This design comes from an exercise in tuning for small area, a short achievable clock period and few clock cycles per item on the open sky130 flow, not from production work. Where RTL was checked, it was by simulation tests only, not by an equivalence proof against the original. No functional check of the RTL was part of runs 2 and 3. No activity file was given, so power comes from the tool's default toggle rates.

**design/flow/config.mk**
```make
export PLATFORM = sky130hd
export DESIGN_NAME = backlight_fade_dim_controller
export DESIGN_NICKNAME = backlight_fade_dim_controller
export VERILOG_FILES = /design/flow/design.v
export SDC_FILE = /design/flow/constraint.sdc
export NUM_CORES = 4
export LEC_CHECK = 0
export CAP_MARGIN = 5
export CORE_MARGIN = 2
export CORE_UTILIZATION = 70
export CTS_BUF_LIST = sky130_fd_sc_hd__clkbuf_8
export SETUP_SLACK_MARGIN = 5
export SLEW_MARGIN = 5
```
**design/flow/constraint.sdc**
```tcl
create_clock -name core_clock -period 9.0 [get_ports {clk}]
set_input_delay 1.8000 -clock core_clock [delete_from_list [all_inputs] [get_ports {clk}]]
set_output_delay 1.8000 -clock core_clock [all_outputs]
set_load 0.01 [all_outputs]
```
**design/flow/design.v**
```verilog
`timescale 1ns / 1ps
package bfdc_pkg;
  typedef enum logic [2:0] {
    FUNC_UPDATE = 3'd0,
    FUNC_PREDIM = 3'd1,
    FUNC_OFF    = 3'd2,
    FUNC_ON     = 3'd3,
    FUNC_RESET  = 3'd4
  } func_t;
  typedef enum logic [2:0] {
    CFG_BRIGHTNESS    = 3'd0,
    CFG_SLEEP_TIMEOUT = 3'd1,
    CFG_DIM_LEAD      = 3'd2,
    CFG_DIM_END_FRAC  = 3'd3,
    CFG_PREDIM_FRAC   = 3'd4,
    CFG_MIN_DIM_DUTY  = 3'd5
  } cfg_idx_t;
  typedef struct packed {
    logic load;
    logic prep;
    logic div_init;
    logic div_step;
    logic commit;
  } cmd_t;
  typedef struct packed {
    logic need_div;
    logic div_last;
  } status_t;
endpackage
`timescale 1ns / 1ps
module bfdc_add #(
  parameter int N = 32
) (
  input  logic [N-1:0] a,
  input  logic [N-1:0] b,
  input  logic         ci,
  output logic [N-1:0] s,
  output logic         co
);
  localparam int LV = (N > 32) ? 6 : (N > 16) ? 5 : (N > 8) ? 4 : (N > 4) ? 3 : (N > 2) ? 2 : 1;
  logic [LV:0][N-1:0] g, p;
  logic [N-1:0]       x;
  assign x    = a ^ b;
  assign p[0] = x;
  assign g[0] = (a & b) | {{(N-1){1'b0}}, x[0] & ci};
  for (genvar l = 0; l < LV; l++) begin : g_lv
    for (genvar i = 0; i < N; i++) begin : g_bit
      if (((i >> l) & 1) == 1) begin : g_op
        localparam int J = ((i >> l) << l) - 1;
        assign g[l+1][i] = g[l][i] | (p[l][i] & g[l][J]);
        assign p[l+1][i] = p[l][i] & p[l][J];
      end else begin : g_pass
        assign g[l+1][i] = g[l][i];
        assign p[l+1][i] = p[l][i];
      end
    end
  end
  assign s  = x ^ {g[LV][N-2:0], ci};
  assign co = g[LV][N-1];
endmodule
`timescale 1ns / 1ps
module backlight_fade_dim_controller #(
  parameter int TIME_BITS = 32,
  parameter int DUTY_BITS = 8
) (
  input  logic                 clk,
  input  logic                 rst,
  input  logic                 cfg_valid,
  output logic                 cfg_ready,
  input  logic [2:0]           cfg_index,
  input  logic [TIME_BITS-1:0] cfg_data,
  input  logic                 in_valid,
  output logic                 in_ready,
  input  logic [2:0]           func,
  input  logic [TIME_BITS-1:0] now_ms,
  input  logic [TIME_BITS-1:0] last_activity_ms,
  input  logic                 in_dim_phase,
  output logic                 out_valid,
  input  logic                 out_ready,
  output logic [DUTY_BITS-1:0] duty,
  output logic                 duty_written,
  output logic                 pwm_running,
  output logic                 backlight_cut
);
  assign cfg_ready = 1'b1;
  logic [7:0]  cB, cFe, cFp, cM;
  logic [31:0] cT, cL;
  always_ff @(posedge clk) begin
    if (rst) begin
      cB  <= 8'd180;
      cT  <= 32'd30000;
      cL  <= 32'd5000;
      cFe <= 8'd31;
      cFp <= 8'd77;
      cM  <= 8'd4;
    end else if (cfg_valid) begin
      case (cfg_index)
        3'd0: cB  <= cfg_data[7:0];
        3'd1: cT  <= cfg_data;
        3'd2: cL  <= cfg_data;
        3'd3: cFe <= cfg_data[7:0];
        3'd4: cFp <= cfg_data[7:0];
        3'd5: cM  <= cfg_data[7:0];
        default: begin
        end
      endcase
    end
  end
  logic [7:0] dd;      
  logic [7:0] ec;      
  logic [7:0] plc;     
  logic       lbok;    
  logic [1:0] pc;      
  logic       tE2, tP2, tE3, tP3, tE4, tP4;
  logic sv;            
  logic adv;           
  logic acc;
  assign adv      = !sv;
  assign in_ready = !sv && !pc[1];
  assign acc      = in_valid && in_ready;
  logic [31:0] st_start;
  logic        st_started;
  logic        st_cut;
  logic m_tick, m_wrf, m_clrf, m_srcp, m_cut;
  always_comb begin
    m_tick = (func == 3'd0) && !st_cut;
    m_wrf  = (func == 3'd1) || ((func == 3'd3) && st_cut);
    m_clrf = ((func == 3'd2) && !st_cut) || (func == 3'd4);
    m_srcp = (func == 3'd1);
    m_cut  = (func == 3'd2) ? 1'b1 : (func == 3'd3) ? 1'b0 : st_cut;
  end
  always_ff @(posedge clk) begin
    if (rst) begin
      st_start   <= '0;
      st_started <= 1'b0;
      st_cut     <= 1'b0;
    end else if (acc) begin
      st_cut <= m_cut;
      if (m_tick && !st_started) begin
        st_start   <= now_ms;
        st_started <= 1'b1;
      end
      if (func == 3'd4) begin
        st_start   <= '0;
        st_started <= 1'b0;
      end
    end
  end
  logic        v1, tick1, dim1, wrf1, clrf1, srcp1, cut1;
  logic [31:0] now1, last1;
  always_ff @(posedge clk) begin
    if (rst) begin
      v1 <= 1'b0;
    end else if (adv) begin
      v1 <= acc;
    end
  end
  always_ff @(posedge clk) begin
    if (adv) begin
      tick1 <= m_tick;
      dim1  <= in_dim_phase;
      wrf1  <= m_wrf;
      clrf1 <= m_clrf;
      srcp1 <= m_srcp;
      cut1  <= m_cut;
      now1  <= now_ms;
      last1 <= last_activity_ms;
    end
  end
  logic [31:0] elapsed1, pos1;
  bfdc_add #(.N(32)) u_elapsed (
    .a(now1), .b(~st_start), .ci(1'b1), .s(elapsed1), .co());
  logic [31:0] ps1, pc1, ps_b, pc_b;
  always_comb begin
    ps1 = now1 ^ ~last1 ^ ~cT;
    pc1 = {(now1[30:0] & ~last1[30:0]) | (now1[30:0] & ~cT[30:0]) | (~last1[30:0] & ~cT[30:0]),
           1'b1};
    ps_b = ps1 ^ pc1 ^ cL;
    pc_b = {(ps1[30:0] & pc1[30:0]) | (ps1[30:0] & cL[30:0]) | (pc1[30:0] & cL[30:0]), 1'b1};
  end
  bfdc_add #(.N(32)) u_pos (.a(ps_b), .b(pc_b), .ci(1'b0), .s(pos1), .co());
  logic        v2, tick2, dim2, wrf2, clrf2, srcp2, cut2, ehz2;
  logic [7:0]  elo2;
  logic [31:0] pos2;
  always_ff @(posedge clk) begin
    if (rst) begin
      v2 <= 1'b0;
    end else if (adv) begin
      v2 <= v1;
    end
  end
  always_ff @(posedge clk) begin
    if (adv) begin
      tick2 <= tick1;
      dim2  <= dim1;
      wrf2  <= wrf1;
      clrf2 <= clrf1;
      srcp2 <= srcp1;
      cut2  <= cut1;
      elo2  <= elapsed1[7:0];
      ehz2  <= (elapsed1[31:8] == 24'd0);
      pos2[31:8] <= pos1[31:8] & {24{!pc[1]}};
      pos2[7:0]  <= !pc[1] ? pos1[7:0] : pc[0] ? cFe : cFp;
    end
  end
  logic       lt2, plt2, wt2, isdiv2, wr2, clr2;
  logic       pos_ge_l;
  logic [31:0] pos_m_l;
  bfdc_add #(.N(32)) u_plt (.a(pos2), .b(~cL), .ci(1'b1), .s(pos_m_l), .co(pos_ge_l));
  logic [7:0] lvq2;
  always_comb begin
    lt2    = ehz2 && (elo2 < cB);
    plt2   = !pos_ge_l;
    wt2    = lt2 || dim2 || (cB != 8'hFF);
    isdiv2 = tick2 && !lt2 && dim2 && plt2 && lbok;
    wr2    = tick2 ? wt2 : wrf2;
    clr2   = tick2 ? !wt2 : clrf2;
    lvq2   = (tick2 && lt2) ? elo2 : (tick2 && dim2) ? ec : cB;
  end
  function automatic logic [79:0] csa(input logic [39:0] a, input logic [39:0] b,
                                      input logic [39:0] c);
    logic [39:0] s, k;
    s = a ^ b ^ c;
    k = (a & b) | (a & c) | (b & c);
    csa = {s, k[38:0], 1'b0};
  endfunction
  logic [3:0]       bneg, bone, btwo;
  logic [5:0][39:0] br;
  logic [3:0][39:0] l1;
  logic [2:0][39:0] l2;
  logic [39:0]      ms2, mc2;
  always_comb begin
    for (int k = 0; k < 4; k++) begin
      logic       b2, b1, b0;
      logic [32:0] mag;
      logic [33:0] pat;
      b2 = dd[2*k+1];
      b1 = dd[2*k];
      b0 = (k == 0) ? 1'b0 : dd[2*k-1];
      bneg[k] = b2 && !(b1 && b0);
      bone[k] = b1 ^ b0;
      btwo[k] = (b2 && !b1 && !b0) || (!b2 && b1 && b0);
      mag = bone[k] ? {1'b0, pos2} : btwo[k] ? {pos2, 1'b0} : 33'd0;
      pat = bneg[k] ? ~{1'b0, mag} : {1'b0, mag};
      br[k] = {6'd0, ~pat[33], pat[32:0]} << (2 * k);
    end
    br[4] = dd[7] ? {pos2, 8'd0} : 40'd0;
    br[5] = {1'b0, 1'b1, 1'b0, 1'b1, 1'b0, 1'b1, 1'b1, 26'd0, bneg[3], 1'b0, bneg[2], 1'b0,
             bneg[1], 1'b0, bneg[0]};
    {l1[0], l1[1]} = csa(br[0], br[1], br[2]);
    {l1[2], l1[3]} = csa(br[3], br[4], br[5]);
    {l2[0], l2[1]} = csa(l1[0], l1[1], l1[2]);
    l2[2] = l1[3];
    {ms2, mc2} = csa(l2[0], l2[1], l2[2]);
  end
  logic [10:3][13:0] mt;
  logic [39:0] ms3, mc3;
  always_ff @(posedge clk) begin
    if (rst) begin
      mt[3][13] <= 1'b0;
    end else if (adv) begin
      mt[3][13] <= v2;
    end
  end
  always_ff @(posedge clk) begin
    if (adv) begin
      mt[3][12:0] <= {wr2, clr2, cut2, isdiv2, srcp2 && !tick2, lvq2};
      ms3         <= ms2;
      mc3         <= mc2;
    end
  end
  logic [39:0] lsh3, ys3, yc3, y3;
  bfdc_add #(.N(40)) u_y3 (.a(ys3), .b(yc3), .ci(1'b0), .s(y3), .co());
  always_comb begin
    lsh3 = {1'b0, cL, 7'd0};
    ys3  = ms3 ^ mc3 ^ ~lsh3;
    yc3  = (ms3 & mc3) | ((ms3 | mc3) & ~lsh3);
    yc3  = {yc3[38:0], 1'b1};
  end
  logic [7:1][39:0] rr;
  always_ff @(posedge clk) begin
    if (rst) begin
      mt[4][13] <= 1'b0;
    end else if (adv) begin
      mt[4][13] <= mt[3][13];
    end
  end
  always_ff @(posedge clk) begin
    if (adv) begin
      rr[7]       <= y3;
      mt[4][12:0] <= {mt[3][12:8], mt[3][9] ? !y3[39] : mt[3][7], mt[3][6:0]};
    end
  end
  for (genvar i = 1; i <= 6; i++) begin : g_step
    logic        sg;
    logic [33:0] u, lx;
    logic [33:0] d;
    logic        q;
    logic [39:0] rn;
    logic [13:0] mn;
    bfdc_add #(.N(34)) u_step (.a(u), .b(lx), .ci(!sg), .s(d), .co());
    always_comb begin
      sg = rr[i+1][33+i];
      u  = rr[i+1][33+i:i];
      lx = sg ? {2'b0, cL} : ~{2'b0, cL};
      q  = !d[32];
      rn = '0;
      rn[32+i:0] = {d[32:0], rr[i+1][i-1:0]};
      mn = mt[10-i];
      if (mt[10-i][9]) mn[i] = q;
    end
    always_ff @(posedge clk) begin
      if (rst) begin
        mt[11-i][13] <= 1'b0;
      end else if (adv) begin
        mt[11-i][13] <= mn[13];
      end
    end
    always_ff @(posedge clk) begin
      if (adv) begin
        rr[i]          <= rn;
        mt[11-i][12:0] <= mn[12:0];
      end
    end
  end
  logic        v10, wr10, clr10, cut10, isdiv10, srcp10;
  logic [7:0]  lvq10;
  assign {v10, wr10, clr10, cut10, isdiv10, srcp10, lvq10} = mt[10];
  logic        q0;
  logic [33:0] d0;
  bfdc_add #(.N(34)) u_last (
    .a(rr[1][33:0]), .b(rr[1][33] ? {2'b0, cL} : ~{2'b0, cL}), .ci(!rr[1][33]), .s(d0), .co());
  logic [7:0]  a0, a1, c0, c1, level;
  logic [7:0]  r_duty;
  logic        r_pwm;
  logic        prod;
  always_comb begin
    q0     = !d0[32];
    a0     = cB - {lvq10[7:1], 1'b0};
    a1     = cB - {lvq10[7:1], 1'b1};
    c0     = (a0 < cM) ? cM : a0;
    c1     = (a1 < cM) ? cM : a1;
    level  = isdiv10 ? (q0 ? c1 : c0) : (srcp10 ? plc : lvq10);
    r_duty = wr10 ? level : duty;
    r_pwm  = wr10 || (!clr10 && pwm_running);
    prod   = v10 && adv;
  end
  logic [7:0] sd;
  logic       sw, sp, sc;
  logic       deliver;
  assign deliver = out_valid && out_ready;
  always_ff @(posedge clk) begin
    if (rst) begin
      out_valid     <= 1'b0;
      sv            <= 1'b0;
      duty          <= '0;
      duty_written  <= 1'b0;
      pwm_running   <= 1'b1;
      backlight_cut <= 1'b0;
    end else if (sv) begin
      if (deliver) begin
        sv            <= 1'b0;
        duty          <= sd;
        duty_written  <= sw;
        pwm_running   <= sp;
        backlight_cut <= sc;
      end
    end else if (prod) begin
      if (!out_valid || deliver) begin
        out_valid     <= 1'b1;
        duty          <= r_duty;
        duty_written  <= wr10;
        pwm_running   <= r_pwm;
        backlight_cut <= cut10;
      end else begin
        sv <= 1'b1;
        sd <= r_duty;
        sw <= wr10;
        sp <= r_pwm;
        sc <= cut10;
      end
    end else if (deliver) begin
      out_valid <= 1'b0;
    end
  end
  logic [15:0] xr;
  logic [7:0]  xe, xec, xpc;
  always_comb begin
    xr  = rr[7][15:0] + {cL[8:0], 7'd0};
    xe  = xr[15:8];
    xec = (xe < cM) ? cM : xe;
    xpc = xec;
  end
  always_ff @(posedge clk) begin
    if (rst) begin
      pc   <= 2'd0;
      tE2  <= 1'b0;
      tP2  <= 1'b0;
      tE3  <= 1'b0;
      tP3  <= 1'b0;
      tE4  <= 1'b0;
      tP4  <= 1'b0;
      dd   <= 8'd159;
      ec   <= 8'd21;
      plc  <= 8'd54;
      lbok <= 1'b1;
    end else if (cfg_valid) begin
      pc  <= 2'd3;
      tE2 <= 1'b0;
      tP2 <= 1'b0;
      tE3 <= 1'b0;
      tP3 <= 1'b0;
      tE4 <= 1'b0;
      tP4 <= 1'b0;
    end else begin
      if (pc != 2'd0) pc <= pc - 2'd1;
      tE2 <= (pc == 2'd3);
      tP2 <= (pc == 2'd2);
      tE3 <= tE2;
      tP3 <= tP2;
      tE4 <= tE3;
      tP4 <= tP3;
      if (pc == 2'd3) dd <= cB;
      if (tE4) begin
        dd   <= cB - xe;
        lbok <= (cL != 32'd0) && (cB > xe);
        ec   <= xec;
      end
      if (tP4) plc <= xpc;
    end
  end
endmodule
```
**design/flow/flow/run.sh**
```bash
#!/bin/bash
# Standard layout, with plain buf_1 cells (instead of the default pick) as the port buffers.
set -euo pipefail
sed "s/\"\${@:-finish}\"/'BUFFER_PORTS_ARGS=-buffer_cell sky130_fd_sc_hd__buf_1' \"\${@:-finish}\"/" standard.sh > standard_ports.sh
grep -q "BUFFER_PORTS_ARGS" standard_ports.sh
bash standard_ports.sh finish > flow_make.log 2>&1
```
**design/flow/standard.sh**
```bash
#!/bin/bash
# synth_recipe.tcl (not shown) runs the flow's synth.tcl, then flattens the netlist and writes it again
# the make line also repeats each setting of config.mk as NAME=value (left out here)
make -C /OpenROAD-flow-scripts/flow DESIGN_CONFIG=/design/flow/config.mk WORK_HOME=/design/flow/orfs CLKGATE_MAP_FILE= SYNTH_SCRIPT=/design/flow/synth_recipe.tcl "${@:-finish}"
```
==> results_tabular.tex, run 1 <==
\begin{tabular}{lr}
\hline
Metric & Value \\
\hline
\multicolumn{2}{l}{\textbf{Status}} \\
Result of the run & complete, no violations \\
\multicolumn{2}{l}{\textbf{STA}} \\
Share of the clock period used by the worst path & 46.1\% \\
Maximum operating frequency & 241 MHz \\
Worst-Margin Slew & 1.27 ns \\
Final critical path time including I/O delays and setup & 4.15 ns \\
Skew final & 0.0491 ns \\
Setup\_tns & 0 ns \\
Post-route setup slack & 4.85 ns \\
Final-report hold violation count & 0 \\
Smallest hold slack & 0.392 ns \\
Total setup violations reported at the end of the flow & 0 \\
Slew headroom & 15.0\% \\
Final max-slew violation count & 0 \\
Unrepaired setup endpoints after global routing & yes \\
\multicolumn{2}{l}{\textbf{Yosys}} \\
Cell type with the highest aggregate area in the netlist & sky130\_fd\_sc\_hd\_\_edfxtp\_1 \\
Cell types occupying the most area after synthesis & sky130\_fd\_sc\_hd\_\_edfxtp\_1, sky130\_fd\_sc\_hd\_\_ha\_1, sky130\_fd\_sc\_hd\_\_fa\_1 \\
Total nets after synthesis & 5487 \\
Sequential cell area fraction in the yosys report & 41.6\% \\
Async set-reset flop share out of synthesis & 0\% \\
Proportion of netlist area held by the largest area contributor & 34.1\% \\
Count of flip-flops with a built-in enable after synthesis & 568 \\
Gate Count Post-Synth & 4697 \\
Post-Syn Area & 0.0500 mm² \\
Primary flip-flop cell chosen by synthesis mapping & sky130\_fd\_sc\_hd\_\_edfxtp\_1 \\
Number of storage elements in the synthesis netlist & 754 \\
Yosys cell types & 70 \\
Yosys warns & 1 \\
Synth Area per Inst & 10.6 µm² \\
\multicolumn{2}{l}{\textbf{Critical path}} \\
Levels on crit path & 16 \\
Reg2reg start & now1[0]\$\_DFFE\_PN\_ \\
Critical path destination & pos2[31]\$\_DFFE\_PN\_ \\
Startpoint class of the critical path & flip-flop \\
Type of the worst setup path & flip-flop to flip-flop \\
R2R Path End & pos2[31]\$\_DFFE\_PN\_ \\
FF-to-FF path depth & 16 \\
Endpoint class of the critical path & flip-flop \\
Cell type of the slowest stage on the worst timing path & sky130\_fd\_sc\_hd\_\_fa\_2 \\
Max Fanout on Critical Path & 4 \\
Max incr delay on CP & 0.52 ns \\
Critical Path, Cell by Cell & buf\_6, fa\_2, inv\_2, ha\_4, inv\_2, fa\_2, a211oi\_4, o21ai\_2, a311oi\_2, o21a\_1, o31a\_1, o22ai\_4, a311o\_1, a21oi\_2, xnor2\_1, nor2\_1 \\
Sum of buffers and inverters on the critical path & 3 \\
Arrival time worst endpoint & 4.65 ns \\
Worst reg2reg setup slack & 4.85 ns \\
Setup crit start & now1[0]\$\_DFFE\_PN\_ \\
Kind of cell adding the most delay to the critical path & compound AO/OA/AOI/OAI gates \\
Data required, critical path & 9.50 ns \\
\multicolumn{2}{l}{\textbf{Clocking}} \\
CTS buffer count & 120 \\
Clock root buffer & sky130\_fd\_sc\_hd\_\_clkbuf\_8 \\
H-tree depth & 3 \\
Sinks on Clock Net & 754 \\
TritonCTS clock tree & yes \\
Clock transition at the registers of the reported paths & 0.07 ns \\
Maximum clock insertion buffer count & 3 \\
Worst-skew pair later-pin latency & 0.76 ns \\
\multicolumn{2}{l}{\textbf{Layout}} \\
Synthesis-to-finish area growth & 10.0\% \\
Multi-input combinational cell area & 0.0272 mm² \\
Util after Layout & 78.1\% \\
Nets & 5621 \\
\# fillers & 4726 \\
Share of post-route cells with drive strength above 1 & 9.08\% \\
Seq. cell area & 0.0208 mm² \\
\multicolumn{2}{l}{\textbf{Floorplanning}} \\
Chip Height & 271 µm \\
Starting density of the core & 71.0\% \\
Die Span X & 271 µm \\
Num ports & 122 \\
Number of placement rows & 97 \\
Core area & 0.0704 mm² \\
Die outline area & 0.0735 mm² \\
\multicolumn{2}{l}{\textbf{Pwr}} \\
Power per cell area & 412 mW/mm² \\
Final total power & 22.6 mW \\
Maximum vdd ir drop & 0.316 mV \\
LEAKAGE & 22.8 nW \\
\multicolumn{2}{l}{\textbf{Route}} \\
Average wire per standard cell & 20.9 µm \\
Avg Vias per Cell & 6.01 \\
Antenna-violating nets left & 0 \\
Number of DRC violations after detailed routing & 0 \\
Count of vias placed by the detailed router & 35300 \\
Total iterations of the first detailed-routing run & 6 \\
Total Routed Length & 123000 µm \\
Iter 0 DRT Violations & 3007 \\
\multicolumn{2}{l}{\textbf{GRT}} \\
Vias in the first global route & 34900 \\
Maximum number of pins on one net before global-route repair & 173 \\
Antenna violations before repair & 3 \\
Total gr overflow & 0 \\
All-Layer GR Usage & 32.9\% \\
First-pass GRT wire length & 189000 µm \\
\multicolumn{2}{l}{\textbf{Placement}} \\
Detailed placer's ending HPWL & 86900 µm \\
Port Buffer Count & 120 \\
Final RePlAce weighted congestion & 0.901 \\
Pre-CTS WS & 4.36 ns \\
\multicolumn{2}{l}{\textbf{Min path}} \\
Min-Delay Path Class & flip-flop to flip-flop \\
\multicolumn{2}{l}{\textbf{Run}} \\
Maximum capacitance violations & 0 \\
\hline
\end{tabular}
## state kept, by name, indices dropped and copies added (netlist names), 2 cells and up
| name | cells |
|---|---|
| rr | 259 |
| mt | 112 |
| ms3 | 40 |
| mc3 | 37 |
| cL | 32 |
| cT | 32 |
| last1 | 32 |
| now1 | 32 |
| pos2 | 32 |
| st_start | 32 |
| cB | 8 |
| cFe | 8 |
| cFp | 8 |
| cM | 8 |
| dd | 8 |
| duty | 8 |
| ec | 8 |
| elo2 | 8 |
| plc | 8 |
| sd | 8 |
| pc | 2 |
## cells in the mapped netlist (111+ instances only)
library cell and n:
sky130_fd_sc_hd__a21o_1 119, sky130_fd_sc_hd__a21oi_1 247, sky130_fd_sc_hd__a22oi_1 126, sky130_fd_sc_hd__clkbuf_1 192, sky130_fd_sc_hd__dfxtp_1 186, sky130_fd_sc_hd__edfxtp_1 568
sky130_fd_sc_hd__fa_1 235, sky130_fd_sc_hd__ha_1 447, sky130_fd_sc_hd__inv_1 480, sky130_fd_sc_hd__nand2_1 333, sky130_fd_sc_hd__nor2_1 290, sky130_fd_sc_hd__o21ai_0 156
sky130_fd_sc_hd__xnor2_1 434, sky130_fd_sc_hd__xor2_1 111
## metal layers
metal	up-vias	GRT usage (%)	share of wire (%)
met5	-	0	0.0065
met4	2	13.5	5.0
met3	342	5.85	7.7
met2	1418	54.2	47
met1	17000	43.3	41
li1	16600	-	-
## cell usage in the layout, fill, tap and decap left out, types with 18 or more instances in the layout
cell type,instances
sky130_fd_sc_hd__a211oi_1,38
sky130_fd_sc_hd__clkinv_2,27
sky130_fd_sc_hd__xor2_1,109
sky130_fd_sc_hd__nand2b_1,49
sky130_fd_sc_hd__nor3_1,53
sky130_fd_sc_hd__o21ai_0,145
sky130_fd_sc_hd__inv_1,509
sky130_fd_sc_hd__nor4_1,28
sky130_fd_sc_hd__buf_4,77
sky130_fd_sc_hd__a31oi_1,18
sky130_fd_sc_hd__clkinv_1,19
sky130_fd_sc_hd__and2_1,43
sky130_fd_sc_hd__fa_1,231
sky130_fd_sc_hd__a21o_1,119
sky130_fd_sc_hd__nor2b_1,36
sky130_fd_sc_hd__mux2_2,24
sky130_fd_sc_hd__mux2i_1,38
sky130_fd_sc_hd__edfxtp_1,568
sky130_fd_sc_hd__a21oi_2,19
sky130_fd_sc_hd__a21oi_1,228
sky130_fd_sc_hd__ha_1,433
sky130_fd_sc_hd__dfxtp_1,175
sky130_fd_sc_hd__nand4_1,36
sky130_fd_sc_hd__clkbuf_8,133
sky130_fd_sc_hd__a21boi_0,18
sky130_fd_sc_hd__o21a_1,54
sky130_fd_sc_hd__o211ai_1,34
sky130_fd_sc_hd__nor2_1,285
sky130_fd_sc_hd__xnor2_1,424
sky130_fd_sc_hd__nand3_1,86
sky130_fd_sc_hd__nand2_1,331
sky130_fd_sc_hd__a22oi_1,126
sky130_fd_sc_hd__buf_1,119
## repair_timing
item | 4_1_cts | 5_1_grt
buffers inserted | 19 | 19
pin swaps | 27 | 61
gates cloned | 2 | 3
setup endpoints to repair | 110 | 100
gates resized for setup | 71 | 105
hold buffers | 0 | 0
## how the worst min path moves through the flow
stage | startpoint | to | slack [ns] | depth (start not counted)
6_report | mt[73]$_DFFE_PN_ | mt[87]$_DFFE_PN_ | 0.39 | 0
3_3_place_gp | mt[67]$_DFFE_PN_ | mt[81]$_DFFE_PN_ | 0.40 | 0
2_1_floorplan | clrf1$_DFFE_PN_ | clrf2$_DFFE_PN_ | 0.40 | 0
5_1_grt | rr[120]$_DFFE_PN_ | rr[80]$_DFFE_PN_ | 0.41 | 0
4_1_cts | mt[73]$_DFFE_PN_ | mt[87]$_DFFE_PN_ | 0.39 | 0
3_5_place_dp | mt[56]$_DFFE_PN_ | mt[70]$_DFFE_PN_ | 0.40 | 0
## report_power, final
part	internal [mW]	switching (mW)
logic	5.92	7.18
clock network	1.63	1.42
registers	5.80	0.693
total	13.3	9.29
## metrics by stage
stage | std cells | cell area [µm²]
global route | 5877 | 55000
floorplan | 4697 | 50000
finish | 5877 | 55000
global placement | 5606 | 51300
CTS | 5854 | 54300
detailed placement | 5606 | 51300
## cell type report
cell class | instances | share of cell area (%)
diodes | 1 | 0.00455
clock buffers | 133 | 3.33
clock inverters | 94 | 1.22
inverters | 484 | 3.36
multi-input cells | 3248 | 49.5
flip-flops and latches | 754 | 37.8
well taps | 940 | 2.14
repair buffers | 223 | 2.56
## cell families after synthesis
kind of cell / share of synthesized area [%]
simple gates: 9.43
compound gates: 12.2
flops: 41.6
buf+inv: 5.27
fa+ha+maj: 20.6
xor+xnor: 9.55
mux: 1.30
other cells: 0.00751
Testbench counts, summed over its fixed seeds: cycles 13,575, items 13,015.
==> run 2, diff against run 1 <==
--- a/design/flow/design.v
+++ b/design/flow/design.v
@@ -39,3 +39,3 @@
 );
-  localparam int LV = (N > 32) ? 6 : (N > 16) ? 5 : (N > 8) ? 4 : (N > 4) ? 3 : (N > 2) ? 2 : 1;
+  localparam int LV = $clog2(N);
   logic [LV:0][N-1:0] g, p;
@@ -227,5 +227,6 @@
   logic [3:0]       bneg, bone, btwo;
-  logic [5:0][39:0] br;
-  logic [3:0][39:0] l1;
-  logic [2:0][39:0] l2;
+  logic [6:0][39:0] br;
+  logic [4:0][39:0] l1;
+  logic [3:0][39:0] l2;
+  logic [2:0][39:0] l3;
   logic [39:0]      ms2, mc2;
@@ -247,9 +248,14 @@
     br[4] = dd[7] ? {pos2, 8'd0} : 40'd0;
-    br[5] = {1'b0, 1'b1, 1'b0, 1'b1, 1'b0, 1'b1, 1'b1, 26'd0, bneg[3], 1'b0, bneg[2], 1'b0,
-             bneg[1], 1'b0, bneg[0]};
+    br[5] = {1'b0, 1'b1, 1'b0, 1'b1, 1'b0, 1'b1, 1'b1, 25'd0, !(tE2 || tP2), bneg[3], 1'b0, bneg[2],
+             1'b0, bneg[1], 1'b0, bneg[0]};
+    br[6] = (tE2 || tP2) ? 40'd0 : {~{1'b0, cL}, 7'd0};
     {l1[0], l1[1]} = csa(br[0], br[1], br[2]);
     {l1[2], l1[3]} = csa(br[3], br[4], br[5]);
+    l1[4] = br[6];
     {l2[0], l2[1]} = csa(l1[0], l1[1], l1[2]);
     l2[2] = l1[3];
-    {ms2, mc2} = csa(l2[0], l2[1], l2[2]);
+    l2[3] = l1[4];
+    {l3[0], l3[1]} = csa(l2[0], l2[1], l2[2]);
+    l3[2] = l2[3];
+    {ms2, mc2} = csa(l3[0], l3[1], l3[2]);
   end
@@ -271,10 +277,4 @@
   end
-  logic [39:0] lsh3, ys3, yc3, y3;
-  bfdc_add #(.N(40)) u_y3 (.a(ys3), .b(yc3), .ci(1'b0), .s(y3), .co());
-  always_comb begin
-    lsh3 = {1'b0, cL, 7'd0};
-    ys3  = ms3 ^ mc3 ^ ~lsh3;
-    yc3  = (ms3 & mc3) | ((ms3 | mc3) & ~lsh3);
-    yc3  = {yc3[38:0], 1'b1};
-  end
+  logic [39:0] y3;    
+  bfdc_add #(.N(40)) u_y3 (.a(ms3), .b(mc3), .ci(1'b0), .s(y3), .co());
   logic [7:1][39:0] rr;
@@ -385,7 +385,5 @@
   end
-  logic [15:0] xr;
   logic [7:0]  xe, xec, xpc;
   always_comb begin
-    xr  = rr[7][15:0] + {cL[8:0], 7'd0};
-    xe  = xr[15:8];
+    xe  = rr[7][15:8];
     xec = (xe < cM) ? cM : xe;
==> design/flow/run.sh (new file) <==
#!/bin/bash
# synth_recipe.tcl (not shown) runs the flow's synth.tcl, then flattens the netlist and writes it again
# the make line also repeats each setting of config.mk as NAME=value (left out here)
make -C /OpenROAD-flow-scripts/flow DESIGN_CONFIG=/design/flow/config.mk WORK_HOME=/design/flow/orfs CLKGATE_MAP_FILE= SYNTH_SCRIPT=/design/flow/synth_recipe.tcl finish
--- a/design/flow/config.mk
+++ b/design/flow/config.mk
@@ -7,7 +7,6 @@
 export LEC_CHECK = 0
-export CAP_MARGIN = 5
+export CAP_MARGIN = 20
 export CORE_MARGIN = 2
-export CORE_UTILIZATION = 70
-export CTS_BUF_LIST = sky130_fd_sc_hd__clkbuf_8
-export SETUP_SLACK_MARGIN = 5
-export SLEW_MARGIN = 5
+export CORE_UTILIZATION = 40
+export SETUP_SLACK_MARGIN = 4.5
+export SLEW_MARGIN = 20
removed: design/flow/flow/run.sh
removed: design/flow/standard.sh
==> results_tabular.tex, run 2 <==
\begin{tabular}{lr}
\hline
Metric & Value \\
\hline
\multicolumn{2}{l}{\textbf{GRT}} \\
Met3 usage & 2.41\% \\
Vias in the first global route & 33600 \\
All-Layer GR Usage & 18.3\% \\
Maximum number of pins on one net before global-route repair & 194 \\
Busiest layer in global routing & met2 \\
Grt met2 use & 31.0\% \\
First-pass GRT wire length & 185000 µm \\
Global-route met1 utilization & 24.3\% \\
Antenna violations before repair & 0 \\
Total gr overflow & 0 \\
\multicolumn{2}{l}{\textbf{Yosys}} \\
Cell types occupying the most area after synthesis & sky130\_fd\_sc\_hd\_\_edfxtp\_1, sky130\_fd\_sc\_hd\_\_ha\_1, sky130\_fd\_sc\_hd\_\_fa\_1 \\
Synth Area per Inst & 10.6 µm² \\
Primary flip-flop cell chosen by synthesis mapping & sky130\_fd\_sc\_hd\_\_edfxtp\_1 \\
Multiplexer share of the synthesized area & 1.23\% \\
Post-Syn Area & 0.0498 mm² \\
Synth Area in Compound Gates & 11.8\% \\
Sequential cell area fraction in the yosys report & 41.7\% \\
Gate Count Post-Synth & 4700 \\
Main combinational cell family by area after synthesis & adder cells \\
Async set-reset flop share out of synthesis & 0\% \\
Area share of xor/xnor cells in the synthesized design & 9.38\% \\
Cell type with the highest aggregate area in the netlist & sky130\_fd\_sc\_hd\_\_edfxtp\_1 \\
Proportion of netlist area held by the largest area contributor & 34.2\% \\
Total nets after synthesis & 5478 \\
Yosys cell types & 85 \\
Post-synthesis adder-cell area fraction & 20.4\% \\
Yosys warns & 1 \\
Number of storage elements in the synthesis netlist & 753 \\
Basic-gate share of the synthesized area counting and, or, nand and nor cells & 10.2\% \\
Leading cell type by number of instances after synthesis & sky130\_fd\_sc\_hd\_\_edfxtp\_1 \\
Count of flip-flops with a built-in enable after synthesis & 567 \\
Cell types with the highest counts after synthesis & sky130\_fd\_sc\_hd\_\_edfxtp\_1, sky130\_fd\_sc\_hd\_\_inv\_1, sky130\_fd\_sc\_hd\_\_ha\_1 \\
\multicolumn{2}{l}{\textbf{STA}} \\
Final max-slew violation count & 0 \\
Maximum operating frequency & 229 MHz \\
Final-report hold violation count & 0 \\
Final critical path time including I/O delays and setup & 4.38 ns \\
Share of the clock period used by the worst path & 48.6\% \\
Unrepaired setup endpoints after global routing & yes \\
Setup\_tns & 0 ns \\
Smallest hold slack & 0.399 ns \\
Total setup violations reported at the end of the flow & 0 \\
Skew final & 0.0516 ns \\
Worst-Margin Slew & 1.15 ns \\
Slew headroom & 23.2\% \\
\multicolumn{2}{l}{\textbf{Critical path}} \\
Critical path destination & pos2[28]\$\_DFFE\_PN\_ \\
FF-to-FF path depth & 13 \\
Startpoint class of the critical path & flip-flop \\
Setup crit start & now1[6]\$\_DFFE\_PN\_ \\
Arrival time worst endpoint & 4.78 ns \\
R2R Path End & pos2[28]\$\_DFFE\_PN\_ \\
Max incr delay on CP & 0.54 ns \\
Cell type of the slowest stage on the worst timing path & sky130\_fd\_sc\_hd\_\_fa\_1 \\
Data required, critical path & 9.40 ns \\
Endpoint class of the critical path & flip-flop \\
Critical Path, Cell by Cell & fa\_1, fa\_1, ha\_1, or3\_1, o31a\_1, inv\_2, o21ai\_4, a2111oi\_4, o21bai\_4, o31ai\_4, nor2\_1, or3\_1, and3\_1 \\
Max Fanout on Critical Path & 5 \\
Type of the worst setup path & flip-flop to flip-flop \\
Reg2reg start & now1[6]\$\_DFFE\_PN\_ \\
Worst reg2reg setup slack & 4.62 ns \\
\multicolumn{2}{l}{\textbf{Floorplanning}} \\
Chip Height & 357 µm \\
Num ports & 122 \\
Die Span X & 357 µm \\
Number of placement rows & 129 \\
Die outline area & 0.127 mm² \\
Core area & 0.124 mm² \\
Starting density of the core & 40.3\% \\
\multicolumn{2}{l}{\textbf{Clocking}} \\
Clock root buffer & sky130\_fd\_sc\_hd\_\_clkbuf\_16 \\
TritonCTS clock tree & yes \\
CTS buffer count & 87 \\
Sinks on Clock Net & 753 \\
H-tree depth & 3 \\
Worst-skew pair later-pin latency & 0.70 ns \\
Clock transition at the registers of the reported paths & 0.06 ns \\
Maximum clock insertion buffer count & 3 \\
\multicolumn{2}{l}{\textbf{Layout}} \\
Number of flip-flops under the largest register name & 259 \\
Nets & 5544 \\
Largest reg by FF count & rr \\
Most common cell after layout, fill and taps aside & sky130\_fd\_sc\_hd\_\_edfxtp\_1 \\
Final cell count without fillers & 6474 \\
\# fillers & 11600 \\
Share of post-route cells with drive strength above 1 & 5.93\% \\
Biggest registers after layout & rr x259, mt x112, ms3 x40 \\
Seq. cell area & 0.0208 mm² \\
Synthesis-to-finish area growth & 12.4\% \\
Commonest cells after routing, fill and taps aside & sky130\_fd\_sc\_hd\_\_edfxtp\_1, sky130\_fd\_sc\_hd\_\_inv\_1, sky130\_fd\_sc\_hd\_\_ha\_1 \\
Multi-input combinational cell area & 0.0265 mm² \\
\multicolumn{2}{l}{\textbf{Route}} \\
Iter 0 DRT Violations & 2122 \\
Average wire per standard cell & 18.0 µm \\
Total iterations of the first detailed-routing run & 6 \\
Number of DRC violations after detailed routing & 0 \\
Count of vias placed by the detailed router & 33400 \\
Total Routed Length & 116000 µm \\
Avg Vias per Cell & 5.16 \\
Antenna-violating nets left & 0 \\
\multicolumn{2}{l}{\textbf{Placement}} \\
Final RePlAce weighted congestion & 0.865 \\
Port Buffer Count & 120 \\
Detailed placer's ending HPWL & 85700 µm \\
Placed instance count & 6304 \\
\multicolumn{2}{l}{\textbf{Pwr}} \\
LEAKAGE & 22.7 nW \\
Power per cell area & 406 mW/mm² \\
Maximum vdd ir drop & 0.220 mV \\
Final total power & 22.7 mW \\
\multicolumn{2}{l}{\textbf{Run}} \\
Maximum capacitance violations & 0 \\
\multicolumn{2}{l}{\textbf{Status}} \\
Result of the run & complete, no violations \\
\multicolumn{2}{l}{\textbf{Min path}} \\
Min-Delay Path Class & flip-flop to flip-flop \\
\hline
\end{tabular}
## run 2: cell types whose count changed after synthesis, moves of 15 or more
cell | before | now
sky130_fd_sc_hd__nor3_1 | 56 | 78
sky130_fd_sc_hd__and3_1 | 17 | 32
sky130_fd_sc_hd__xor2_1 | 111 | 127
sky130_fd_sc_hd__a21boi_0 | 21 | 3
sky130_fd_sc_hd__xnor2_1 | 434 | 406
sky130_fd_sc_hd__o21ai_0 | 156 | 130
sky130_fd_sc_hd__nand2_1 | 333 | 370
sky130_fd_sc_hd__a21o_1 | 119 | 92
## run 2: how the worst min path moves through the flow
stage / cells after the start / endpoint / start
floorplan: 0 / clrf2$_DFFE_PN_ / clrf1$_DFFE_PN_
global placement: 0 / wrf2$_DFFE_PN_ / wrf1$_DFFE_PN_
detailed placement: 0 / mt[10]$_DFFE_PN_ / cut2$_DFFE_PN_
CTS: 0 / mt[46]$_DFFE_PN_ / mt[32]$_DFFE_PN_
global route: 0 / mt[46]$_DFFE_PN_ / mt[32]$_DFFE_PN_
finish: 0 / mt[28]$_DFFE_PN_ / mt[14]$_DFFE_PN_
## run 2: worst max-delay path, delay by kind of cell, from the launching register on
kind	cells	cell delay, ns
AO/OA/AOI/OAI	5	1.36
adder cells (fa/ha/maj)	3	1.25
AND/OR/NAND/NOR	4	0.92
flip-flops	1	0.42
buffers and inverters	1	0.12
## run 2: stage by stage
stage | utilization [%] | setup slack [ns] | area, µm²
6_report | 45.3 | 4.62 | 56000
5_1_grt | 45.3 | 4.32 | 56000
4_1_cts | 45.1 | 4.47 | 55800
3_5_place_dp | 42.7 | 3.73 | 52800
3_3_place_gp | 42.7 | 3.85 | 52800
2_1_floorplan | - | 4.70 | 49800
## run 2: timing repair
| action | 4_1_cts | 5_1_grt |
|---|---|---|
| hold buffers | 0 | 0 |
| cloned | 1 | 1 |
| setup endpoints to repair | 84 | 73 |
| pin swaps | 1 | 7 |
| gates resized for setup | 17 | 17 |
| buffers inserted | 0 | 8 |
## run 2: per-layer routing
layer | wire length, µm | vias to the layer above
met5 | 0 | -
met4 | 3560 | 0
met3 | 5070 | 165
met2 | 55200 | 683
met1 | 52500 | 16100
li1 | - | 16400
## run 2: cell families (layout without fill, tap and decap cells)
family / Yosys count / after routing
xor+xnor: 533 / 533
compound gates: 883 / 884
mux: 59 / 59
flops: 753 / 753
fa+ha+maj: 670 / 670
simple gates: 1098 / 1098
other cells: 1 / 2
buf+inv: 703 / 838
## run 2: cell type report
cell class                      instances  share of cell area, %
Antenna cell                            1                0.00447
Timing Repair Buffer                  193                   3.30
Clock inverter                         50                   1.11
Tap cell                             1637                   3.66
Inverter                              486                   3.32
Sequential cell                       753                   37.1
Multi-Input combinational cell       3245                   47.4
Clock buffer                          109                   4.11
## run 2: where the power goes
group	total, mW	switching (mW)	internal (mW)
registers	6.53	0.644	5.88
logic	12.6	6.89	5.73
clock network	3.59	1.51	2.08
total	22.7	9.04	13.7
==> run 3, diff against run 2 <==
--- a/design/flow/config.mk
+++ b/design/flow/config.mk
@@ -10,3 +10,3 @@
 export CORE_UTILIZATION = 40
-export SETUP_SLACK_MARGIN = 4.5
+export SETUP_SLACK_MARGIN = 5
 export SLEW_MARGIN = 20
==> results_tabular.tex, run 3 <==
\begin{tabular}{lr}
\hline
Metric & Value \\
\hline
\multicolumn{2}{l}{\textbf{Layout}} \\
Commonest cells after routing, fill and taps aside & sky130\_fd\_sc\_hd\_\_edfxtp\_1, sky130\_fd\_sc\_hd\_\_inv\_1, sky130\_fd\_sc\_hd\_\_ha\_1 \\
Number of flip-flops under the largest register name & 259 \\
Share of post-route cells with drive strength above 1 & 7.90\% \\
Post-route cell area & 0.0570 mm² \\
Final antenna diode count & 0 \\
Synthesis-to-finish area growth & 14.5\% \\
Most common cell after layout, fill and taps aside & sky130\_fd\_sc\_hd\_\_edfxtp\_1 \\
Largest reg by FF count & rr \\
Nets & 5597 \\
Biggest registers after layout & rr x259, mt x112, ms3 x40 \\
Final cell count without fillers & 6525 \\
Util after Layout & 46.1\% \\
\multicolumn{2}{l}{\textbf{Yosys}} \\
Total nets after synthesis & 5478 \\
Cell type with the highest aggregate area in the netlist & sky130\_fd\_sc\_hd\_\_edfxtp\_1 \\
Cell types with the highest counts after synthesis & sky130\_fd\_sc\_hd\_\_edfxtp\_1, sky130\_fd\_sc\_hd\_\_inv\_1, sky130\_fd\_sc\_hd\_\_ha\_1 \\
Yosys warns & 1 \\
Yosys cell types & 85 \\
Async set-reset flop share out of synthesis & 0\% \\
Gate Count Post-Synth & 4700 \\
Cell types occupying the most area after synthesis & sky130\_fd\_sc\_hd\_\_edfxtp\_1, sky130\_fd\_sc\_hd\_\_ha\_1, sky130\_fd\_sc\_hd\_\_fa\_1 \\
Primary flip-flop cell chosen by synthesis mapping & sky130\_fd\_sc\_hd\_\_edfxtp\_1 \\
Proportion of netlist area held by the largest area contributor & 34.2\% \\
Synth Area per Inst & 10.6 µm² \\
Sequential cell area fraction in the yosys report & 41.7\% \\
Number of storage elements in the synthesis netlist & 753 \\
Post-Syn Area & 0.0498 mm² \\
Leading cell type by number of instances after synthesis & sky130\_fd\_sc\_hd\_\_edfxtp\_1 \\
Count of flip-flops with a built-in enable after synthesis & 567 \\
\multicolumn{2}{l}{\textbf{STA}} \\
Slew headroom & 38.0\% \\
Skew final & 0.0647 ns \\
Setup\_tns & 0 ns \\
Total setup violations reported at the end of the flow & 0 \\
Share of the clock period used by the worst path & 45.8\% \\
Unrepaired setup endpoints after global routing & yes \\
Maximum operating frequency & 243 MHz \\
Final max-slew violation count & 0 \\
Final-report hold violation count & 0 \\
Worst-Margin Slew & 0.928 ns \\
Final critical path time including I/O delays and setup & 4.12 ns \\
\multicolumn{2}{l}{\textbf{Critical path}} \\
Arrival time worst endpoint & 4.55 ns \\
Setup crit start & now1[1]\$\_DFFE\_PN\_ \\
Critical Path, Cell by Cell & fa\_1, fa\_1, fa\_2, a21oi\_4, nor2\_2, o31a\_1, inv\_2, o21ai\_4, a2111oi\_4, o21bai\_4, o31ai\_4, nor2\_1, or3\_1, and3\_1 \\
Startpoint class of the critical path & flip-flop \\
Type of the worst setup path & flip-flop to flip-flop \\
Cell type of the slowest stage on the worst timing path & sky130\_fd\_sc\_hd\_\_fa\_1 \\
Critical path destination & pos2[28]\$\_DFFE\_PN\_ \\
Reg2reg start & now1[1]\$\_DFFE\_PN\_ \\
Cell occurring most often along the worst timing path & sky130\_fd\_sc\_hd\_\_fa\_1 \\
Data required, critical path & 9.43 ns \\
FF-to-FF path depth & 14 \\
Max Fanout on Critical Path & 5 \\
Max incr delay on CP & 0.56 ns \\
R2R Path End & pos2[28]\$\_DFFE\_PN\_ \\
Worst reg2reg setup slack & 4.88 ns \\
Endpoint class of the critical path & flip-flop \\
\multicolumn{2}{l}{\textbf{Clocking}} \\
Clock root buffer & sky130\_fd\_sc\_hd\_\_clkbuf\_16 \\
Worst-skew pair later-pin latency & 0.70 ns \\
H-tree depth & 3 \\
TritonCTS clock tree & yes \\
CTS buffer count & 87 \\
Maximum clock insertion buffer count & 3 \\
Clock transition at the registers of the reported paths & 0.06 ns \\
Sinks on Clock Net & 753 \\
\multicolumn{2}{l}{\textbf{Pwr}} \\
Final total power & 23.1 mW \\
Maximum vdd ir drop & 0.172 mV \\
Power per cell area & 405 mW/mm² \\
LEAKAGE & 23.1 nW \\
\multicolumn{2}{l}{\textbf{Route}} \\
Total Routed Length & 118000 µm \\
Avg Vias per Cell & 5.18 \\
Total iterations of the first detailed-routing run & 5 \\
Number of DRC violations after detailed routing & 0 \\
Count of vias placed by the detailed router & 33800 \\
Antenna-violating nets left & 0 \\
Iter 0 DRT Violations & 2198 \\
Average wire per standard cell & 18.1 µm \\
\multicolumn{2}{l}{\textbf{GRT}} \\
Total gr overflow & 0 \\
First-pass GRT wire length & 186000 µm \\
Maximum number of pins on one net before global-route repair & 169 \\
Antenna violations before repair & 0 \\
Vias in the first global route & 33800 \\
All-Layer GR Usage & 18.5\% \\
\multicolumn{2}{l}{\textbf{Placement}} \\
Placed cell area & 0.0528 mm² \\
Port Buffer Count & 120 \\
Final RePlAce weighted congestion & 0.856 \\
Placed instance count & 6308 \\
Detailed placer's ending HPWL & 85200 µm \\
\multicolumn{2}{l}{\textbf{Floorplanning}} \\
Chip Height & 357 µm \\
Num ports & 122 \\
Die Span X & 357 µm \\
Starting density of the core & 40.3\% \\
Core area & 0.124 mm² \\
Number of placement rows & 129 \\
Die outline area & 0.127 mm² \\
\multicolumn{2}{l}{\textbf{Status}} \\
Result of the run & complete, no violations \\
\multicolumn{2}{l}{\textbf{Run}} \\
Maximum capacitance violations & 0 \\
\multicolumn{2}{l}{\textbf{Min path}} \\
Count of cells along the worst hold path & 0 \\
Min-Delay Path Class & flip-flop to flip-flop \\
\hline
\end{tabular}
## run 3: cell families (layout without fill, tap and decap cells)
family	Yosys count	after routing	share of synthesized area, %
muxes	59	59	1.23
adders and majority gates	670	670	20.4
xor gates and xnor gates	533	533	9.38
other	1	1	0.00754
and+or+nand+nor	1098	1098	10.2
DFF	753	753	41.7
AOI/OAI and AO/OA	883	884	11.8
buffers and inverters	703	890	5.34
## run 3: area by class of cell
cell class / count / area, µm²
well taps: 1637 / 2050
multi-input cells: 3245 / 26900
clock buffers: 107 / 2250
inverters: 486 / 1870
repair buffers: 246 / 2550
fillers: 11400 / 66700
clock inverters: 51 / 576
flip-flops and latches: 753 / 20800
## run 3: critical path: cells and delay by family (launching register included)
kind            cells  cell delay [ns]
buf+inv             1             0.11
compound gates      6             1.28
flops               1             0.41
simple gates        4             0.67
fa+ha+maj           3             1.39
## run 3: worst min path at each step
stage / startpoint / end / slack (ns)
after floorplan: clrf1$_DFFE_PN_ / clrf2$_DFFE_PN_ / 0.40
after global routing: ms3[0]$_DFFE_PN_ / rr[240]$_DFFE_PN_ / 0.42
after CTS: mt[26]$_DFFE_PN_ / mt[40]$_DFFE_PN_ / 0.42
final: rr[241]$_DFFE_PN_ / rr[201]$_DFFE_PN_ / 0.41
after detailed placement: mt[25]$_DFFE_PN_ / mt[39]$_DFFE_PN_ / 0.40
after global placement: mt[68]$_DFFE_PN_ / mt[82]$_DFFE_PN_ / 0.40
## run 3: layer usage
layer  routed length, µm  vias to the layer above  GRT usage (%)
li1                    -                    16500              -
met1               52200                    16300           24.0
met2               57200                      764           31.8
met3                5090                      179           2.32
met4                3640                        0           6.17
met5                   0                        -              0
## run 3: metrics by stage
step / hold slack (ns) / setup slack (ns)
final: 0.415 / 4.88
after detailed placement: 0.405 / 4.12
after CTS: 0.417 / 4.70
after global placement: 0.401 / 4.10
after global routing: 0.417 / 4.69
after floorplan: 0.400 / 5.02
## run 3: timing repair
item / 4_1_cts / 5_1_grt
cloned: 6 / 3
buffers inserted: 31 / 19
pin swaps: 38 / 34
hold buffers: 0 / 0
gates resized for setup: 81 / 73
endpoints found under the hold margin: 0 / 0
endpoints found under the setup margin: 108 / 78
## run 3: report_power, final
group,switching [mW],leakage (nW),internal (mW)
combinational,7.06,14.2,5.99
sequential,0.644,7.55,5.88
clock,1.51,1.35,1.98
==> run 4, diff against run 3 <==
--- a/design/flow/design.v
+++ b/design/flow/design.v
@@ -39,3 +39,3 @@
 );
-  localparam int LV = $clog2(N);
+  localparam int LV = (N > 32) ? 6 : (N > 16) ? 5 : (N > 8) ? 4 : (N > 4) ? 3 : (N > 2) ? 2 : 1;
   logic [LV:0][N-1:0] g, p;
@@ -205,3 +205,3 @@
   end
-  logic       lt2, plt2, wt2, isdiv2, wr2, clr2;
+  logic       lt2, plt2, wt2, isdiv2, clr2, wl2;
   logic       pos_ge_l;
@@ -215,4 +215,4 @@
     isdiv2 = tick2 && !lt2 && dim2 && plt2 && lbok;
-    wr2    = tick2 ? wt2 : wrf2;
     clr2   = tick2 ? !wt2 : clrf2;
+    wl2    = tick2 ? (wt2 && !isdiv2) : (wrf2 && !srcp2);
     lvq2   = (tick2 && lt2) ? elo2 : (tick2 && dim2) ? ec : cB;
@@ -227,6 +227,5 @@
   logic [3:0]       bneg, bone, btwo;
-  logic [6:0][39:0] br;
-  logic [4:0][39:0] l1;
-  logic [3:0][39:0] l2;
-  logic [2:0][39:0] l3;
+  logic [5:0][39:0] br;
+  logic [3:0][39:0] l1;
+  logic [2:0][39:0] l2;
   logic [39:0]      ms2, mc2;
@@ -248,16 +247,11 @@
     br[4] = dd[7] ? {pos2, 8'd0} : 40'd0;
-    br[5] = {1'b0, 1'b1, 1'b0, 1'b1, 1'b0, 1'b1, 1'b1, 25'd0, !(tE2 || tP2), bneg[3], 1'b0, bneg[2],
-             1'b0, bneg[1], 1'b0, bneg[0]};
-    br[6] = (tE2 || tP2) ? 40'd0 : {~{1'b0, cL}, 7'd0};
+    br[5] = {1'b0, 1'b1, 1'b0, 1'b1, 1'b0, 1'b1, 1'b1, 26'd0, bneg[3], 1'b0, bneg[2], 1'b0,
+             bneg[1], 1'b0, bneg[0]};
     {l1[0], l1[1]} = csa(br[0], br[1], br[2]);
     {l1[2], l1[3]} = csa(br[3], br[4], br[5]);
-    l1[4] = br[6];
     {l2[0], l2[1]} = csa(l1[0], l1[1], l1[2]);
     l2[2] = l1[3];
-    l2[3] = l1[4];
-    {l3[0], l3[1]} = csa(l2[0], l2[1], l2[2]);
-    l3[2] = l2[3];
-    {ms2, mc2} = csa(l3[0], l3[1], l3[2]);
+    {ms2, mc2} = csa(l2[0], l2[1], l2[2]);
   end
-  logic [10:3][13:0] mt;
+  logic [10:3][11:0] mt;
   logic [39:0] ms3, mc3;
@@ -265,5 +259,5 @@
     if (rst) begin
-      mt[3][13] <= 1'b0;
+      mt[3][11] <= 1'b0;
     end else if (adv) begin
-      mt[3][13] <= v2;
+      mt[3][11] <= v2;
     end
@@ -272,3 +266,3 @@
     if (adv) begin
-      mt[3][12:0] <= {wr2, clr2, cut2, isdiv2, srcp2 && !tick2, lvq2};
+      mt[3][10:0] <= {cut2, isdiv2, wl2, wl2 ? lvq2 : {6'd0, clr2, srcp2 && !tick2}};
       ms3         <= ms2;
@@ -277,4 +271,10 @@
   end
-  logic [39:0] y3;    
-  bfdc_add #(.N(40)) u_y3 (.a(ms3), .b(mc3), .ci(1'b0), .s(y3), .co());
+  logic [39:0] lsh3, ys3, yc3, y3;
+  bfdc_add #(.N(40)) u_y3 (.a(ys3), .b(yc3), .ci(1'b0), .s(y3), .co());
+  always_comb begin
+    lsh3 = {1'b0, cL, 7'd0};
+    ys3  = ms3 ^ mc3 ^ ~lsh3;
+    yc3  = (ms3 & mc3) | ((ms3 | mc3) & ~lsh3);
+    yc3  = {yc3[38:0], 1'b1};
+  end
   logic [7:1][39:0] rr;
@@ -282,5 +282,5 @@
     if (rst) begin
-      mt[4][13] <= 1'b0;
+      mt[4][11] <= 1'b0;
     end else if (adv) begin
-      mt[4][13] <= mt[3][13];
+      mt[4][11] <= mt[3][11];
     end
@@ -290,3 +290,3 @@
       rr[7]       <= y3;
-      mt[4][12:0] <= {mt[3][12:8], mt[3][9] ? !y3[39] : mt[3][7], mt[3][6:0]};
+      mt[4][10:0] <= {mt[3][10:8], mt[3][9] ? !y3[39] : mt[3][7], mt[3][6:0]};
     end
@@ -299,3 +299,3 @@
     logic [39:0] rn;
-    logic [13:0] mn;
+    logic [11:0] mn;
     bfdc_add #(.N(34)) u_step (.a(u), .b(lx), .ci(!sg), .s(d), .co());
@@ -313,5 +313,5 @@
       if (rst) begin
-        mt[11-i][13] <= 1'b0;
+        mt[11-i][11] <= 1'b0;
       end else if (adv) begin
-        mt[11-i][13] <= mn[13];
+        mt[11-i][11] <= mn[11];
       end
@@ -321,3 +321,3 @@
         rr[i]          <= rn;
-        mt[11-i][12:0] <= mn[12:0];
+        mt[11-i][10:0] <= mn[10:0];
       end
@@ -327,3 +327,7 @@
   logic [7:0]  lvq10;
-  assign {v10, wr10, clr10, cut10, isdiv10, srcp10, lvq10} = mt[10];
+  logic        wl10;
+  assign {v10, cut10, isdiv10, wl10, lvq10} = mt[10];
+  assign srcp10 = !isdiv10 && !wl10 && lvq10[0];
+  assign wr10   = isdiv10 || wl10 || lvq10[0];
+  assign clr10  = !isdiv10 && !wl10 && lvq10[1];
   logic        q0;
@@ -342,3 +346,3 @@
     c1     = (a1 < cM) ? cM : a1;
-    level  = isdiv10 ? (q0 ? c1 : c0) : (srcp10 ? plc : lvq10);
+    level  = isdiv10 ? (q0 ? c1 : c0) : (wl10 ? lvq10 : plc);
     r_duty = wr10 ? level : duty;
@@ -385,5 +389,7 @@
   end
+  logic [15:0] xr;
   logic [7:0]  xe, xec, xpc;
   always_comb begin
-    xe  = rr[7][15:8];
+    xr  = rr[7][15:0] + {cL[8:0], 7'd0};
+    xe  = xr[15:8];
     xec = (xe < cM) ? cM : xe;
==> design/flow/flow/run.sh (new file) <==
#!/bin/bash
# Standard layout, with plain buf_1 cells (instead of the default pick) as the port buffers.
set -euo pipefail
sed "s/\"\${@:-finish}\"/'BUFFER_PORTS_ARGS=-buffer_cell sky130_fd_sc_hd__buf_1' \"\${@:-finish}\"/" standard.sh > standard_ports.sh
grep -q "BUFFER_PORTS_ARGS" standard_ports.sh
bash standard_ports.sh finish > flow_make.log 2>&1
==> design/flow/standard.sh (new file) <==
#!/bin/bash
# synth_recipe.tcl (not shown) runs the flow's synth.tcl, then flattens the netlist and writes it again
# the make line also repeats each setting of config.mk as NAME=value (left out here)
make -C /OpenROAD-flow-scripts/flow DESIGN_CONFIG=/design/flow/config.mk WORK_HOME=/design/flow/orfs CLKGATE_MAP_FILE= SYNTH_SCRIPT=/design/flow/synth_recipe.tcl "${@:-finish}"
--- a/design/flow/config.mk
+++ b/design/flow/config.mk
@@ -9,3 +9,4 @@
 export CORE_MARGIN = 2
-export CORE_UTILIZATION = 40
+export CORE_UTILIZATION = 70
+export CTS_BUF_LIST = sky130_fd_sc_hd__clkbuf_8
 export SETUP_SLACK_MARGIN = 5
removed: design/flow/run.sh
==> results_tabular.tex, run 4 <==
\begin{tabular}{lr}
\hline
Metric & Value \\
\hline
\multicolumn{2}{l}{\textbf{Status}} \\
Result of the run & complete, no violations \\
\multicolumn{2}{l}{\textbf{STA}} \\
Share of the clock period used by the worst path & 45.1\% \\
Final max-slew violation count & 0 \\
Setup\_tns & 0 ns \\
Slew headroom & 27.8\% \\
Maximum operating frequency & 246 MHz \\
Final-report hold violation count & 0 \\
Final critical path time including I/O delays and setup & 4.06 ns \\
Worst-Margin Slew & 1.08 ns \\
Skew final & 0.0434 ns \\
Unrepaired setup endpoints after global routing & yes \\
Total setup violations reported at the end of the flow & 0 \\
\multicolumn{2}{l}{\textbf{Pwr}} \\
Net switching power figure & 9.20 mW \\
Combinational group share of total power & 57.7\% \\
Internal Power & 13.0 mW \\
Maximum vdd ir drop & 0.311 mV \\
Sw Share & 41.4\% \\
Register share of total power & 29.0\% \\
Final total power & 22.2 mW \\
Clock network fraction of total power & 13.3\% \\
Power per cell area & 413 mW/mm² \\
LEAKAGE & 22.6 nW \\
\multicolumn{2}{l}{\textbf{Yosys}} \\
Total nets after synthesis & 5459 \\
Multiplexer share of the synthesized area & 0.943\% \\
Number of storage elements in the synthesis netlist & 738 \\
Synth Area in Compound Gates & 12.2\% \\
Cell types occupying the most area after synthesis & sky130\_fd\_sc\_hd\_\_edfxtp\_1, sky130\_fd\_sc\_hd\_\_ha\_1, sky130\_fd\_sc\_hd\_\_fa\_1 \\
Post-Syn Area & 0.0495 mm² \\
Synth Area per Inst & 10.6 µm² \\
Primary flip-flop cell chosen by synthesis mapping & sky130\_fd\_sc\_hd\_\_edfxtp\_1 \\
Post-synthesis adder-cell area fraction & 20.8\% \\
Count of flip-flops with a built-in enable after synthesis & 552 \\
Area share of xor/xnor cells in the synthesized design & 9.77\% \\
Proportion of netlist area held by the largest area contributor & 33.5\% \\
Sequential cell area fraction in the yosys report & 41.0\% \\
Yosys cell types & 79 \\
Async set-reset flop share out of synthesis & 0\% \\
Basic-gate share of the synthesized area counting and, or, nand and nor cells & 10.1\% \\
Yosys warns & 1 \\
Gate Count Post-Synth & 4669 \\
Main combinational cell family by area after synthesis & adder cells \\
Cell types with the highest counts after synthesis & sky130\_fd\_sc\_hd\_\_edfxtp\_1, sky130\_fd\_sc\_hd\_\_inv\_1, sky130\_fd\_sc\_hd\_\_ha\_1 \\
Cell type with the highest aggregate area in the netlist & sky130\_fd\_sc\_hd\_\_edfxtp\_1 \\
Leading cell type by number of instances after synthesis & sky130\_fd\_sc\_hd\_\_edfxtp\_1 \\
\multicolumn{2}{l}{\textbf{Critical path}} \\
Endpoint class of the critical path & flip-flop \\
Type of the worst setup path & flip-flop to flip-flop \\
Critical Path, Cell by Cell & fa\_1, fa\_1, ha\_2, or3\_1, a221o\_1, nand4\_1, a2111oi\_1, a211o\_1, o211ai\_1, buf\_4, a21oi\_2, a21oi\_2, xor2\_1, nor2\_1 \\
Reg2reg start & now1[5]\$\_DFFE\_PN\_ \\
Setup crit start & now1[5]\$\_DFFE\_PN\_ \\
Startpoint class of the critical path & flip-flop \\
Critical path destination & pos2[30]\$\_DFFE\_PN\_ \\
FF-to-FF path depth & 14 \\
Data required, critical path & 9.52 ns \\
Max incr delay on CP & 0.55 ns \\
Worst reg2reg setup slack & 4.94 ns \\
Max Fanout on Critical Path & 3 \\
R2R Path End & pos2[30]\$\_DFFE\_PN\_ \\
Cell type of the slowest stage on the worst timing path & sky130\_fd\_sc\_hd\_\_fa\_1 \\
Arrival time worst endpoint & 4.57 ns \\
\multicolumn{2}{l}{\textbf{GRT}} \\
All-Layer GR Usage & 34.4\% \\
Maximum number of pins on one net before global-route repair & 199 \\
First-pass GRT wire length & 193000 µm \\
Antenna violations before repair & 8 \\
Total gr overflow & 0 \\
Vias in the first global route & 35000 \\
\multicolumn{2}{l}{\textbf{Route}} \\
Count of vias placed by the detailed router & 35300 \\
Antenna-violating nets left & 0 \\
Total Routed Length & 125000 µm \\
Average wire per standard cell & 21.4 µm \\
Avg Vias per Cell & 6.05 \\
Total iterations of the first detailed-routing run & 6 \\
Number of DRC violations after detailed routing & 0 \\
Iter 0 DRT Violations & 3233 \\
\multicolumn{2}{l}{\textbf{Placement}} \\
Final RePlAce weighted congestion & 0.929 \\
Placed instance count & 5581 \\
Port Buffer Count & 120 \\
Detailed placer's ending HPWL & 88400 µm \\
\multicolumn{2}{l}{\textbf{Layout}} \\
Util after Layout & 76.9\% \\
Biggest registers after layout & rr x259, mt x96, ms3 x40 \\
Final cell count without fillers & 5835 \\
Share of post-route cells with drive strength above 1 & 6.99\% \\
Number of flip-flops under the largest register name & 259 \\
Largest reg by FF count & rr \\
Nets & 5583 \\
Synthesis-to-finish area growth & 8.81\% \\
Commonest cells after routing, fill and taps aside & sky130\_fd\_sc\_hd\_\_edfxtp\_1, sky130\_fd\_sc\_hd\_\_inv\_1, sky130\_fd\_sc\_hd\_\_ha\_1 \\
Most common cell after layout, fill and taps aside & sky130\_fd\_sc\_hd\_\_edfxtp\_1 \\
\multicolumn{2}{l}{\textbf{Min path}} \\
Min-Delay Path Class & flip-flop to flip-flop \\
\multicolumn{2}{l}{\textbf{Clocking}} \\
CTS buffer count & 130 \\
Worst-skew pair later-pin latency & 0.79 ns \\
H-tree depth & 4 \\
Clock root buffer & sky130\_fd\_sc\_hd\_\_clkbuf\_8 \\
Clock transition at the registers of the reported paths & 0.06 ns \\
TritonCTS clock tree & yes \\
Maximum clock insertion buffer count & 3 \\
Hold\_buf cts & 0 \\
Sinks on Clock Net & 738 \\
\multicolumn{2}{l}{\textbf{Floorplanning}} \\
Die Span X & 270 µm \\
Num ports & 122 \\
Starting density of the core & 70.6\% \\
Core area & 0.0700 mm² \\
Chip Height & 270 µm \\
Number of placement rows & 97 \\
Die outline area & 0.0728 mm² \\
\multicolumn{2}{l}{\textbf{Run}} \\
Maximum capacitance violations & 0 \\
\hline
\end{tabular}
-- run 4: changes by cell type after synthesis, moves of 13 or more --
cell and change:
sky130_fd_sc_hd__nand3_1 +17, sky130_fd_sc_hd__a21o_1 +33, sky130_fd_sc_hd__and2_1 +13, sky130_fd_sc_hd__nand2b_1 -13
sky130_fd_sc_hd__nor2_1 -26, sky130_fd_sc_hd__edfxtp_1 -15, sky130_fd_sc_hd__xnor2_1 +30, sky130_fd_sc_hd__and3_1 -15
sky130_fd_sc_hd__nand4_1 -17, sky130_fd_sc_hd__inv_1 -18, sky130_fd_sc_hd__mux2_2 -15, sky130_fd_sc_hd__a21oi_1 -21
-- run 4: kinds of logic (layout without fill, tap and decap cells) --
family | Yosys count | count (layout)
AOI/OAI and AO/OA | 907 | 909
xor gates and xnor gates | 552 | 552
adders and majority gates | 682 | 682
buffers and inverters | 681 | 903
DFF | 738 | 738
muxes | 46 | 46
other | 1 | 3
and+or+nand+nor | 1062 | 1062
-- run 4: through the flow --
stage / instance area, µm² / worst slack [ns] / hold WS (ns)
after floorplan: 49500 / -0.0107 / 0.400
after global placement: 50900 / 4.36 / 0.401
after detailed placement: 50900 / 4.22 / 0.405
after CTS: 53400 / 5.01 / 0.410
after global routing: 53800 / 4.78 / 0.405
final: 53800 / 4.94 / 0.413
-- run 4: worst min path at each step --
stage	start	to	slack, ns	cells past startpoint
finish	tick1$_DFFE_PN_	tick2$_DFFE_PN_	0.41	0
global route	mt[28]$_DFFE_PN_	mt[40]$_DFFE_PN_	0.40	0
CTS	mt[28]$_DFFE_PN_	mt[40]$_DFFE_PN_	0.41	0
detailed placement	cut1$_DFFE_PN_	cut2$_DFFE_PN_	0.40	0
global placement	rr[200]$_DFFE_PN_	rr[160]$_DFFE_PN_	0.40	0
floorplan	clrf1$_DFFE_PN_	clrf2$_DFFE_PN_	0.40	0
-- run 4: area by class of cell --
type / count / area (µm²)
antenna: 2 / 5.00
clock buffer: 140 / 1930
clock inverter: 92 / 509
fill: 4957 / 16200
inverter: 466 / 1760
multi-input combinational: 3252 / 26900
sequential: 738 / 20300
tap: 940 / 1180
timing repair buffer: 205 / 1220
-- run 4: critical path: cells and delay by family (launching register included) --
kind / cells / cell delay (ns)
buf+inv: 1 / 0.17
simple gates: 3 / 0.56
compound gates: 6 / 1.20
flops: 1 / 0.47
fa+ha+maj: 3 / 1.22
xor+xnor: 1 / 0.16
-- run 4: what timing repair did --
action,4_1_cts,5_1_grt
setup buffers,3,15
gates resized for setup,27,55
pin swaps,10,16
cloned,1,1
setup endpoints to repair,130,96
-- run 4: routing by layer --
metal | global-route usage (%) | up-vias | routed length, µm
li1 | - | 16500 | -
met3 | 6.44 | 362 | 9320
met2 | 56.5 | 1387 | 59100
met5 | 0 | - | 102
met4 | 17.4 | 8 | 6790
met1 | 43.8 | 17100 | 49300
-- run 4: power groups by stage --
stage / clock (mW) / combinational (mW) / sequential (mW)
floorplan: 0 / 9.84 / 6.02
global placement: 0 / 11.9 / 6.47
detailed placement: 0 / 12.4 / 6.49
CTS: 3.00 / 12.5 / 6.43
global route: 3.14 / 14.5 / 6.52
finish: 2.95 / 12.8 / 6.44
Testbench counts of run 4, summed over its fixed seeds: cycles 13,575, items 13,015.

## static timing again, ports no longer ideal
Ports are ideal in the flow. The routed layouts listed here were re-timed in OpenROAD.
Step 1 assumes that a clkbuf_16 drives the clock port and a buf_2 every other input.
Step 2 adds t to the input delays and takes it off the output delays; t is the mean of the earliest and latest rising clock arrival at the registers after step 1. Input paths then give back, and output paths get back, about the clock's delay inside the block.
Slacks: ideal / step 1 / step 2; pairs: ideal / step 1.
run | t, ns | setup slack, ns | worst setup path after step 2 | clock arrival spread, ns
run 1 | 0.802 | 4.848 / 4.848 / 4.848 | register to register | 0.049 / 0.049
run 2 | 0.744 | 4.624 / 4.624 / 4.624 | register to register | 0.052 / 0.052
run 3 | 0.741 | 4.878 / 4.878 / 4.610 | input to register | 0.065 / 0.066
run 4 | 0.842 | 4.942 / 4.942 / 4.588 | input to register | 0.044 / 0.044
After both steps setup and hold are still met in every run listed. For run 4, which loses most, drivers alone change the setup slack by 0.000 ns; drivers and shift together by -0.354 ns.
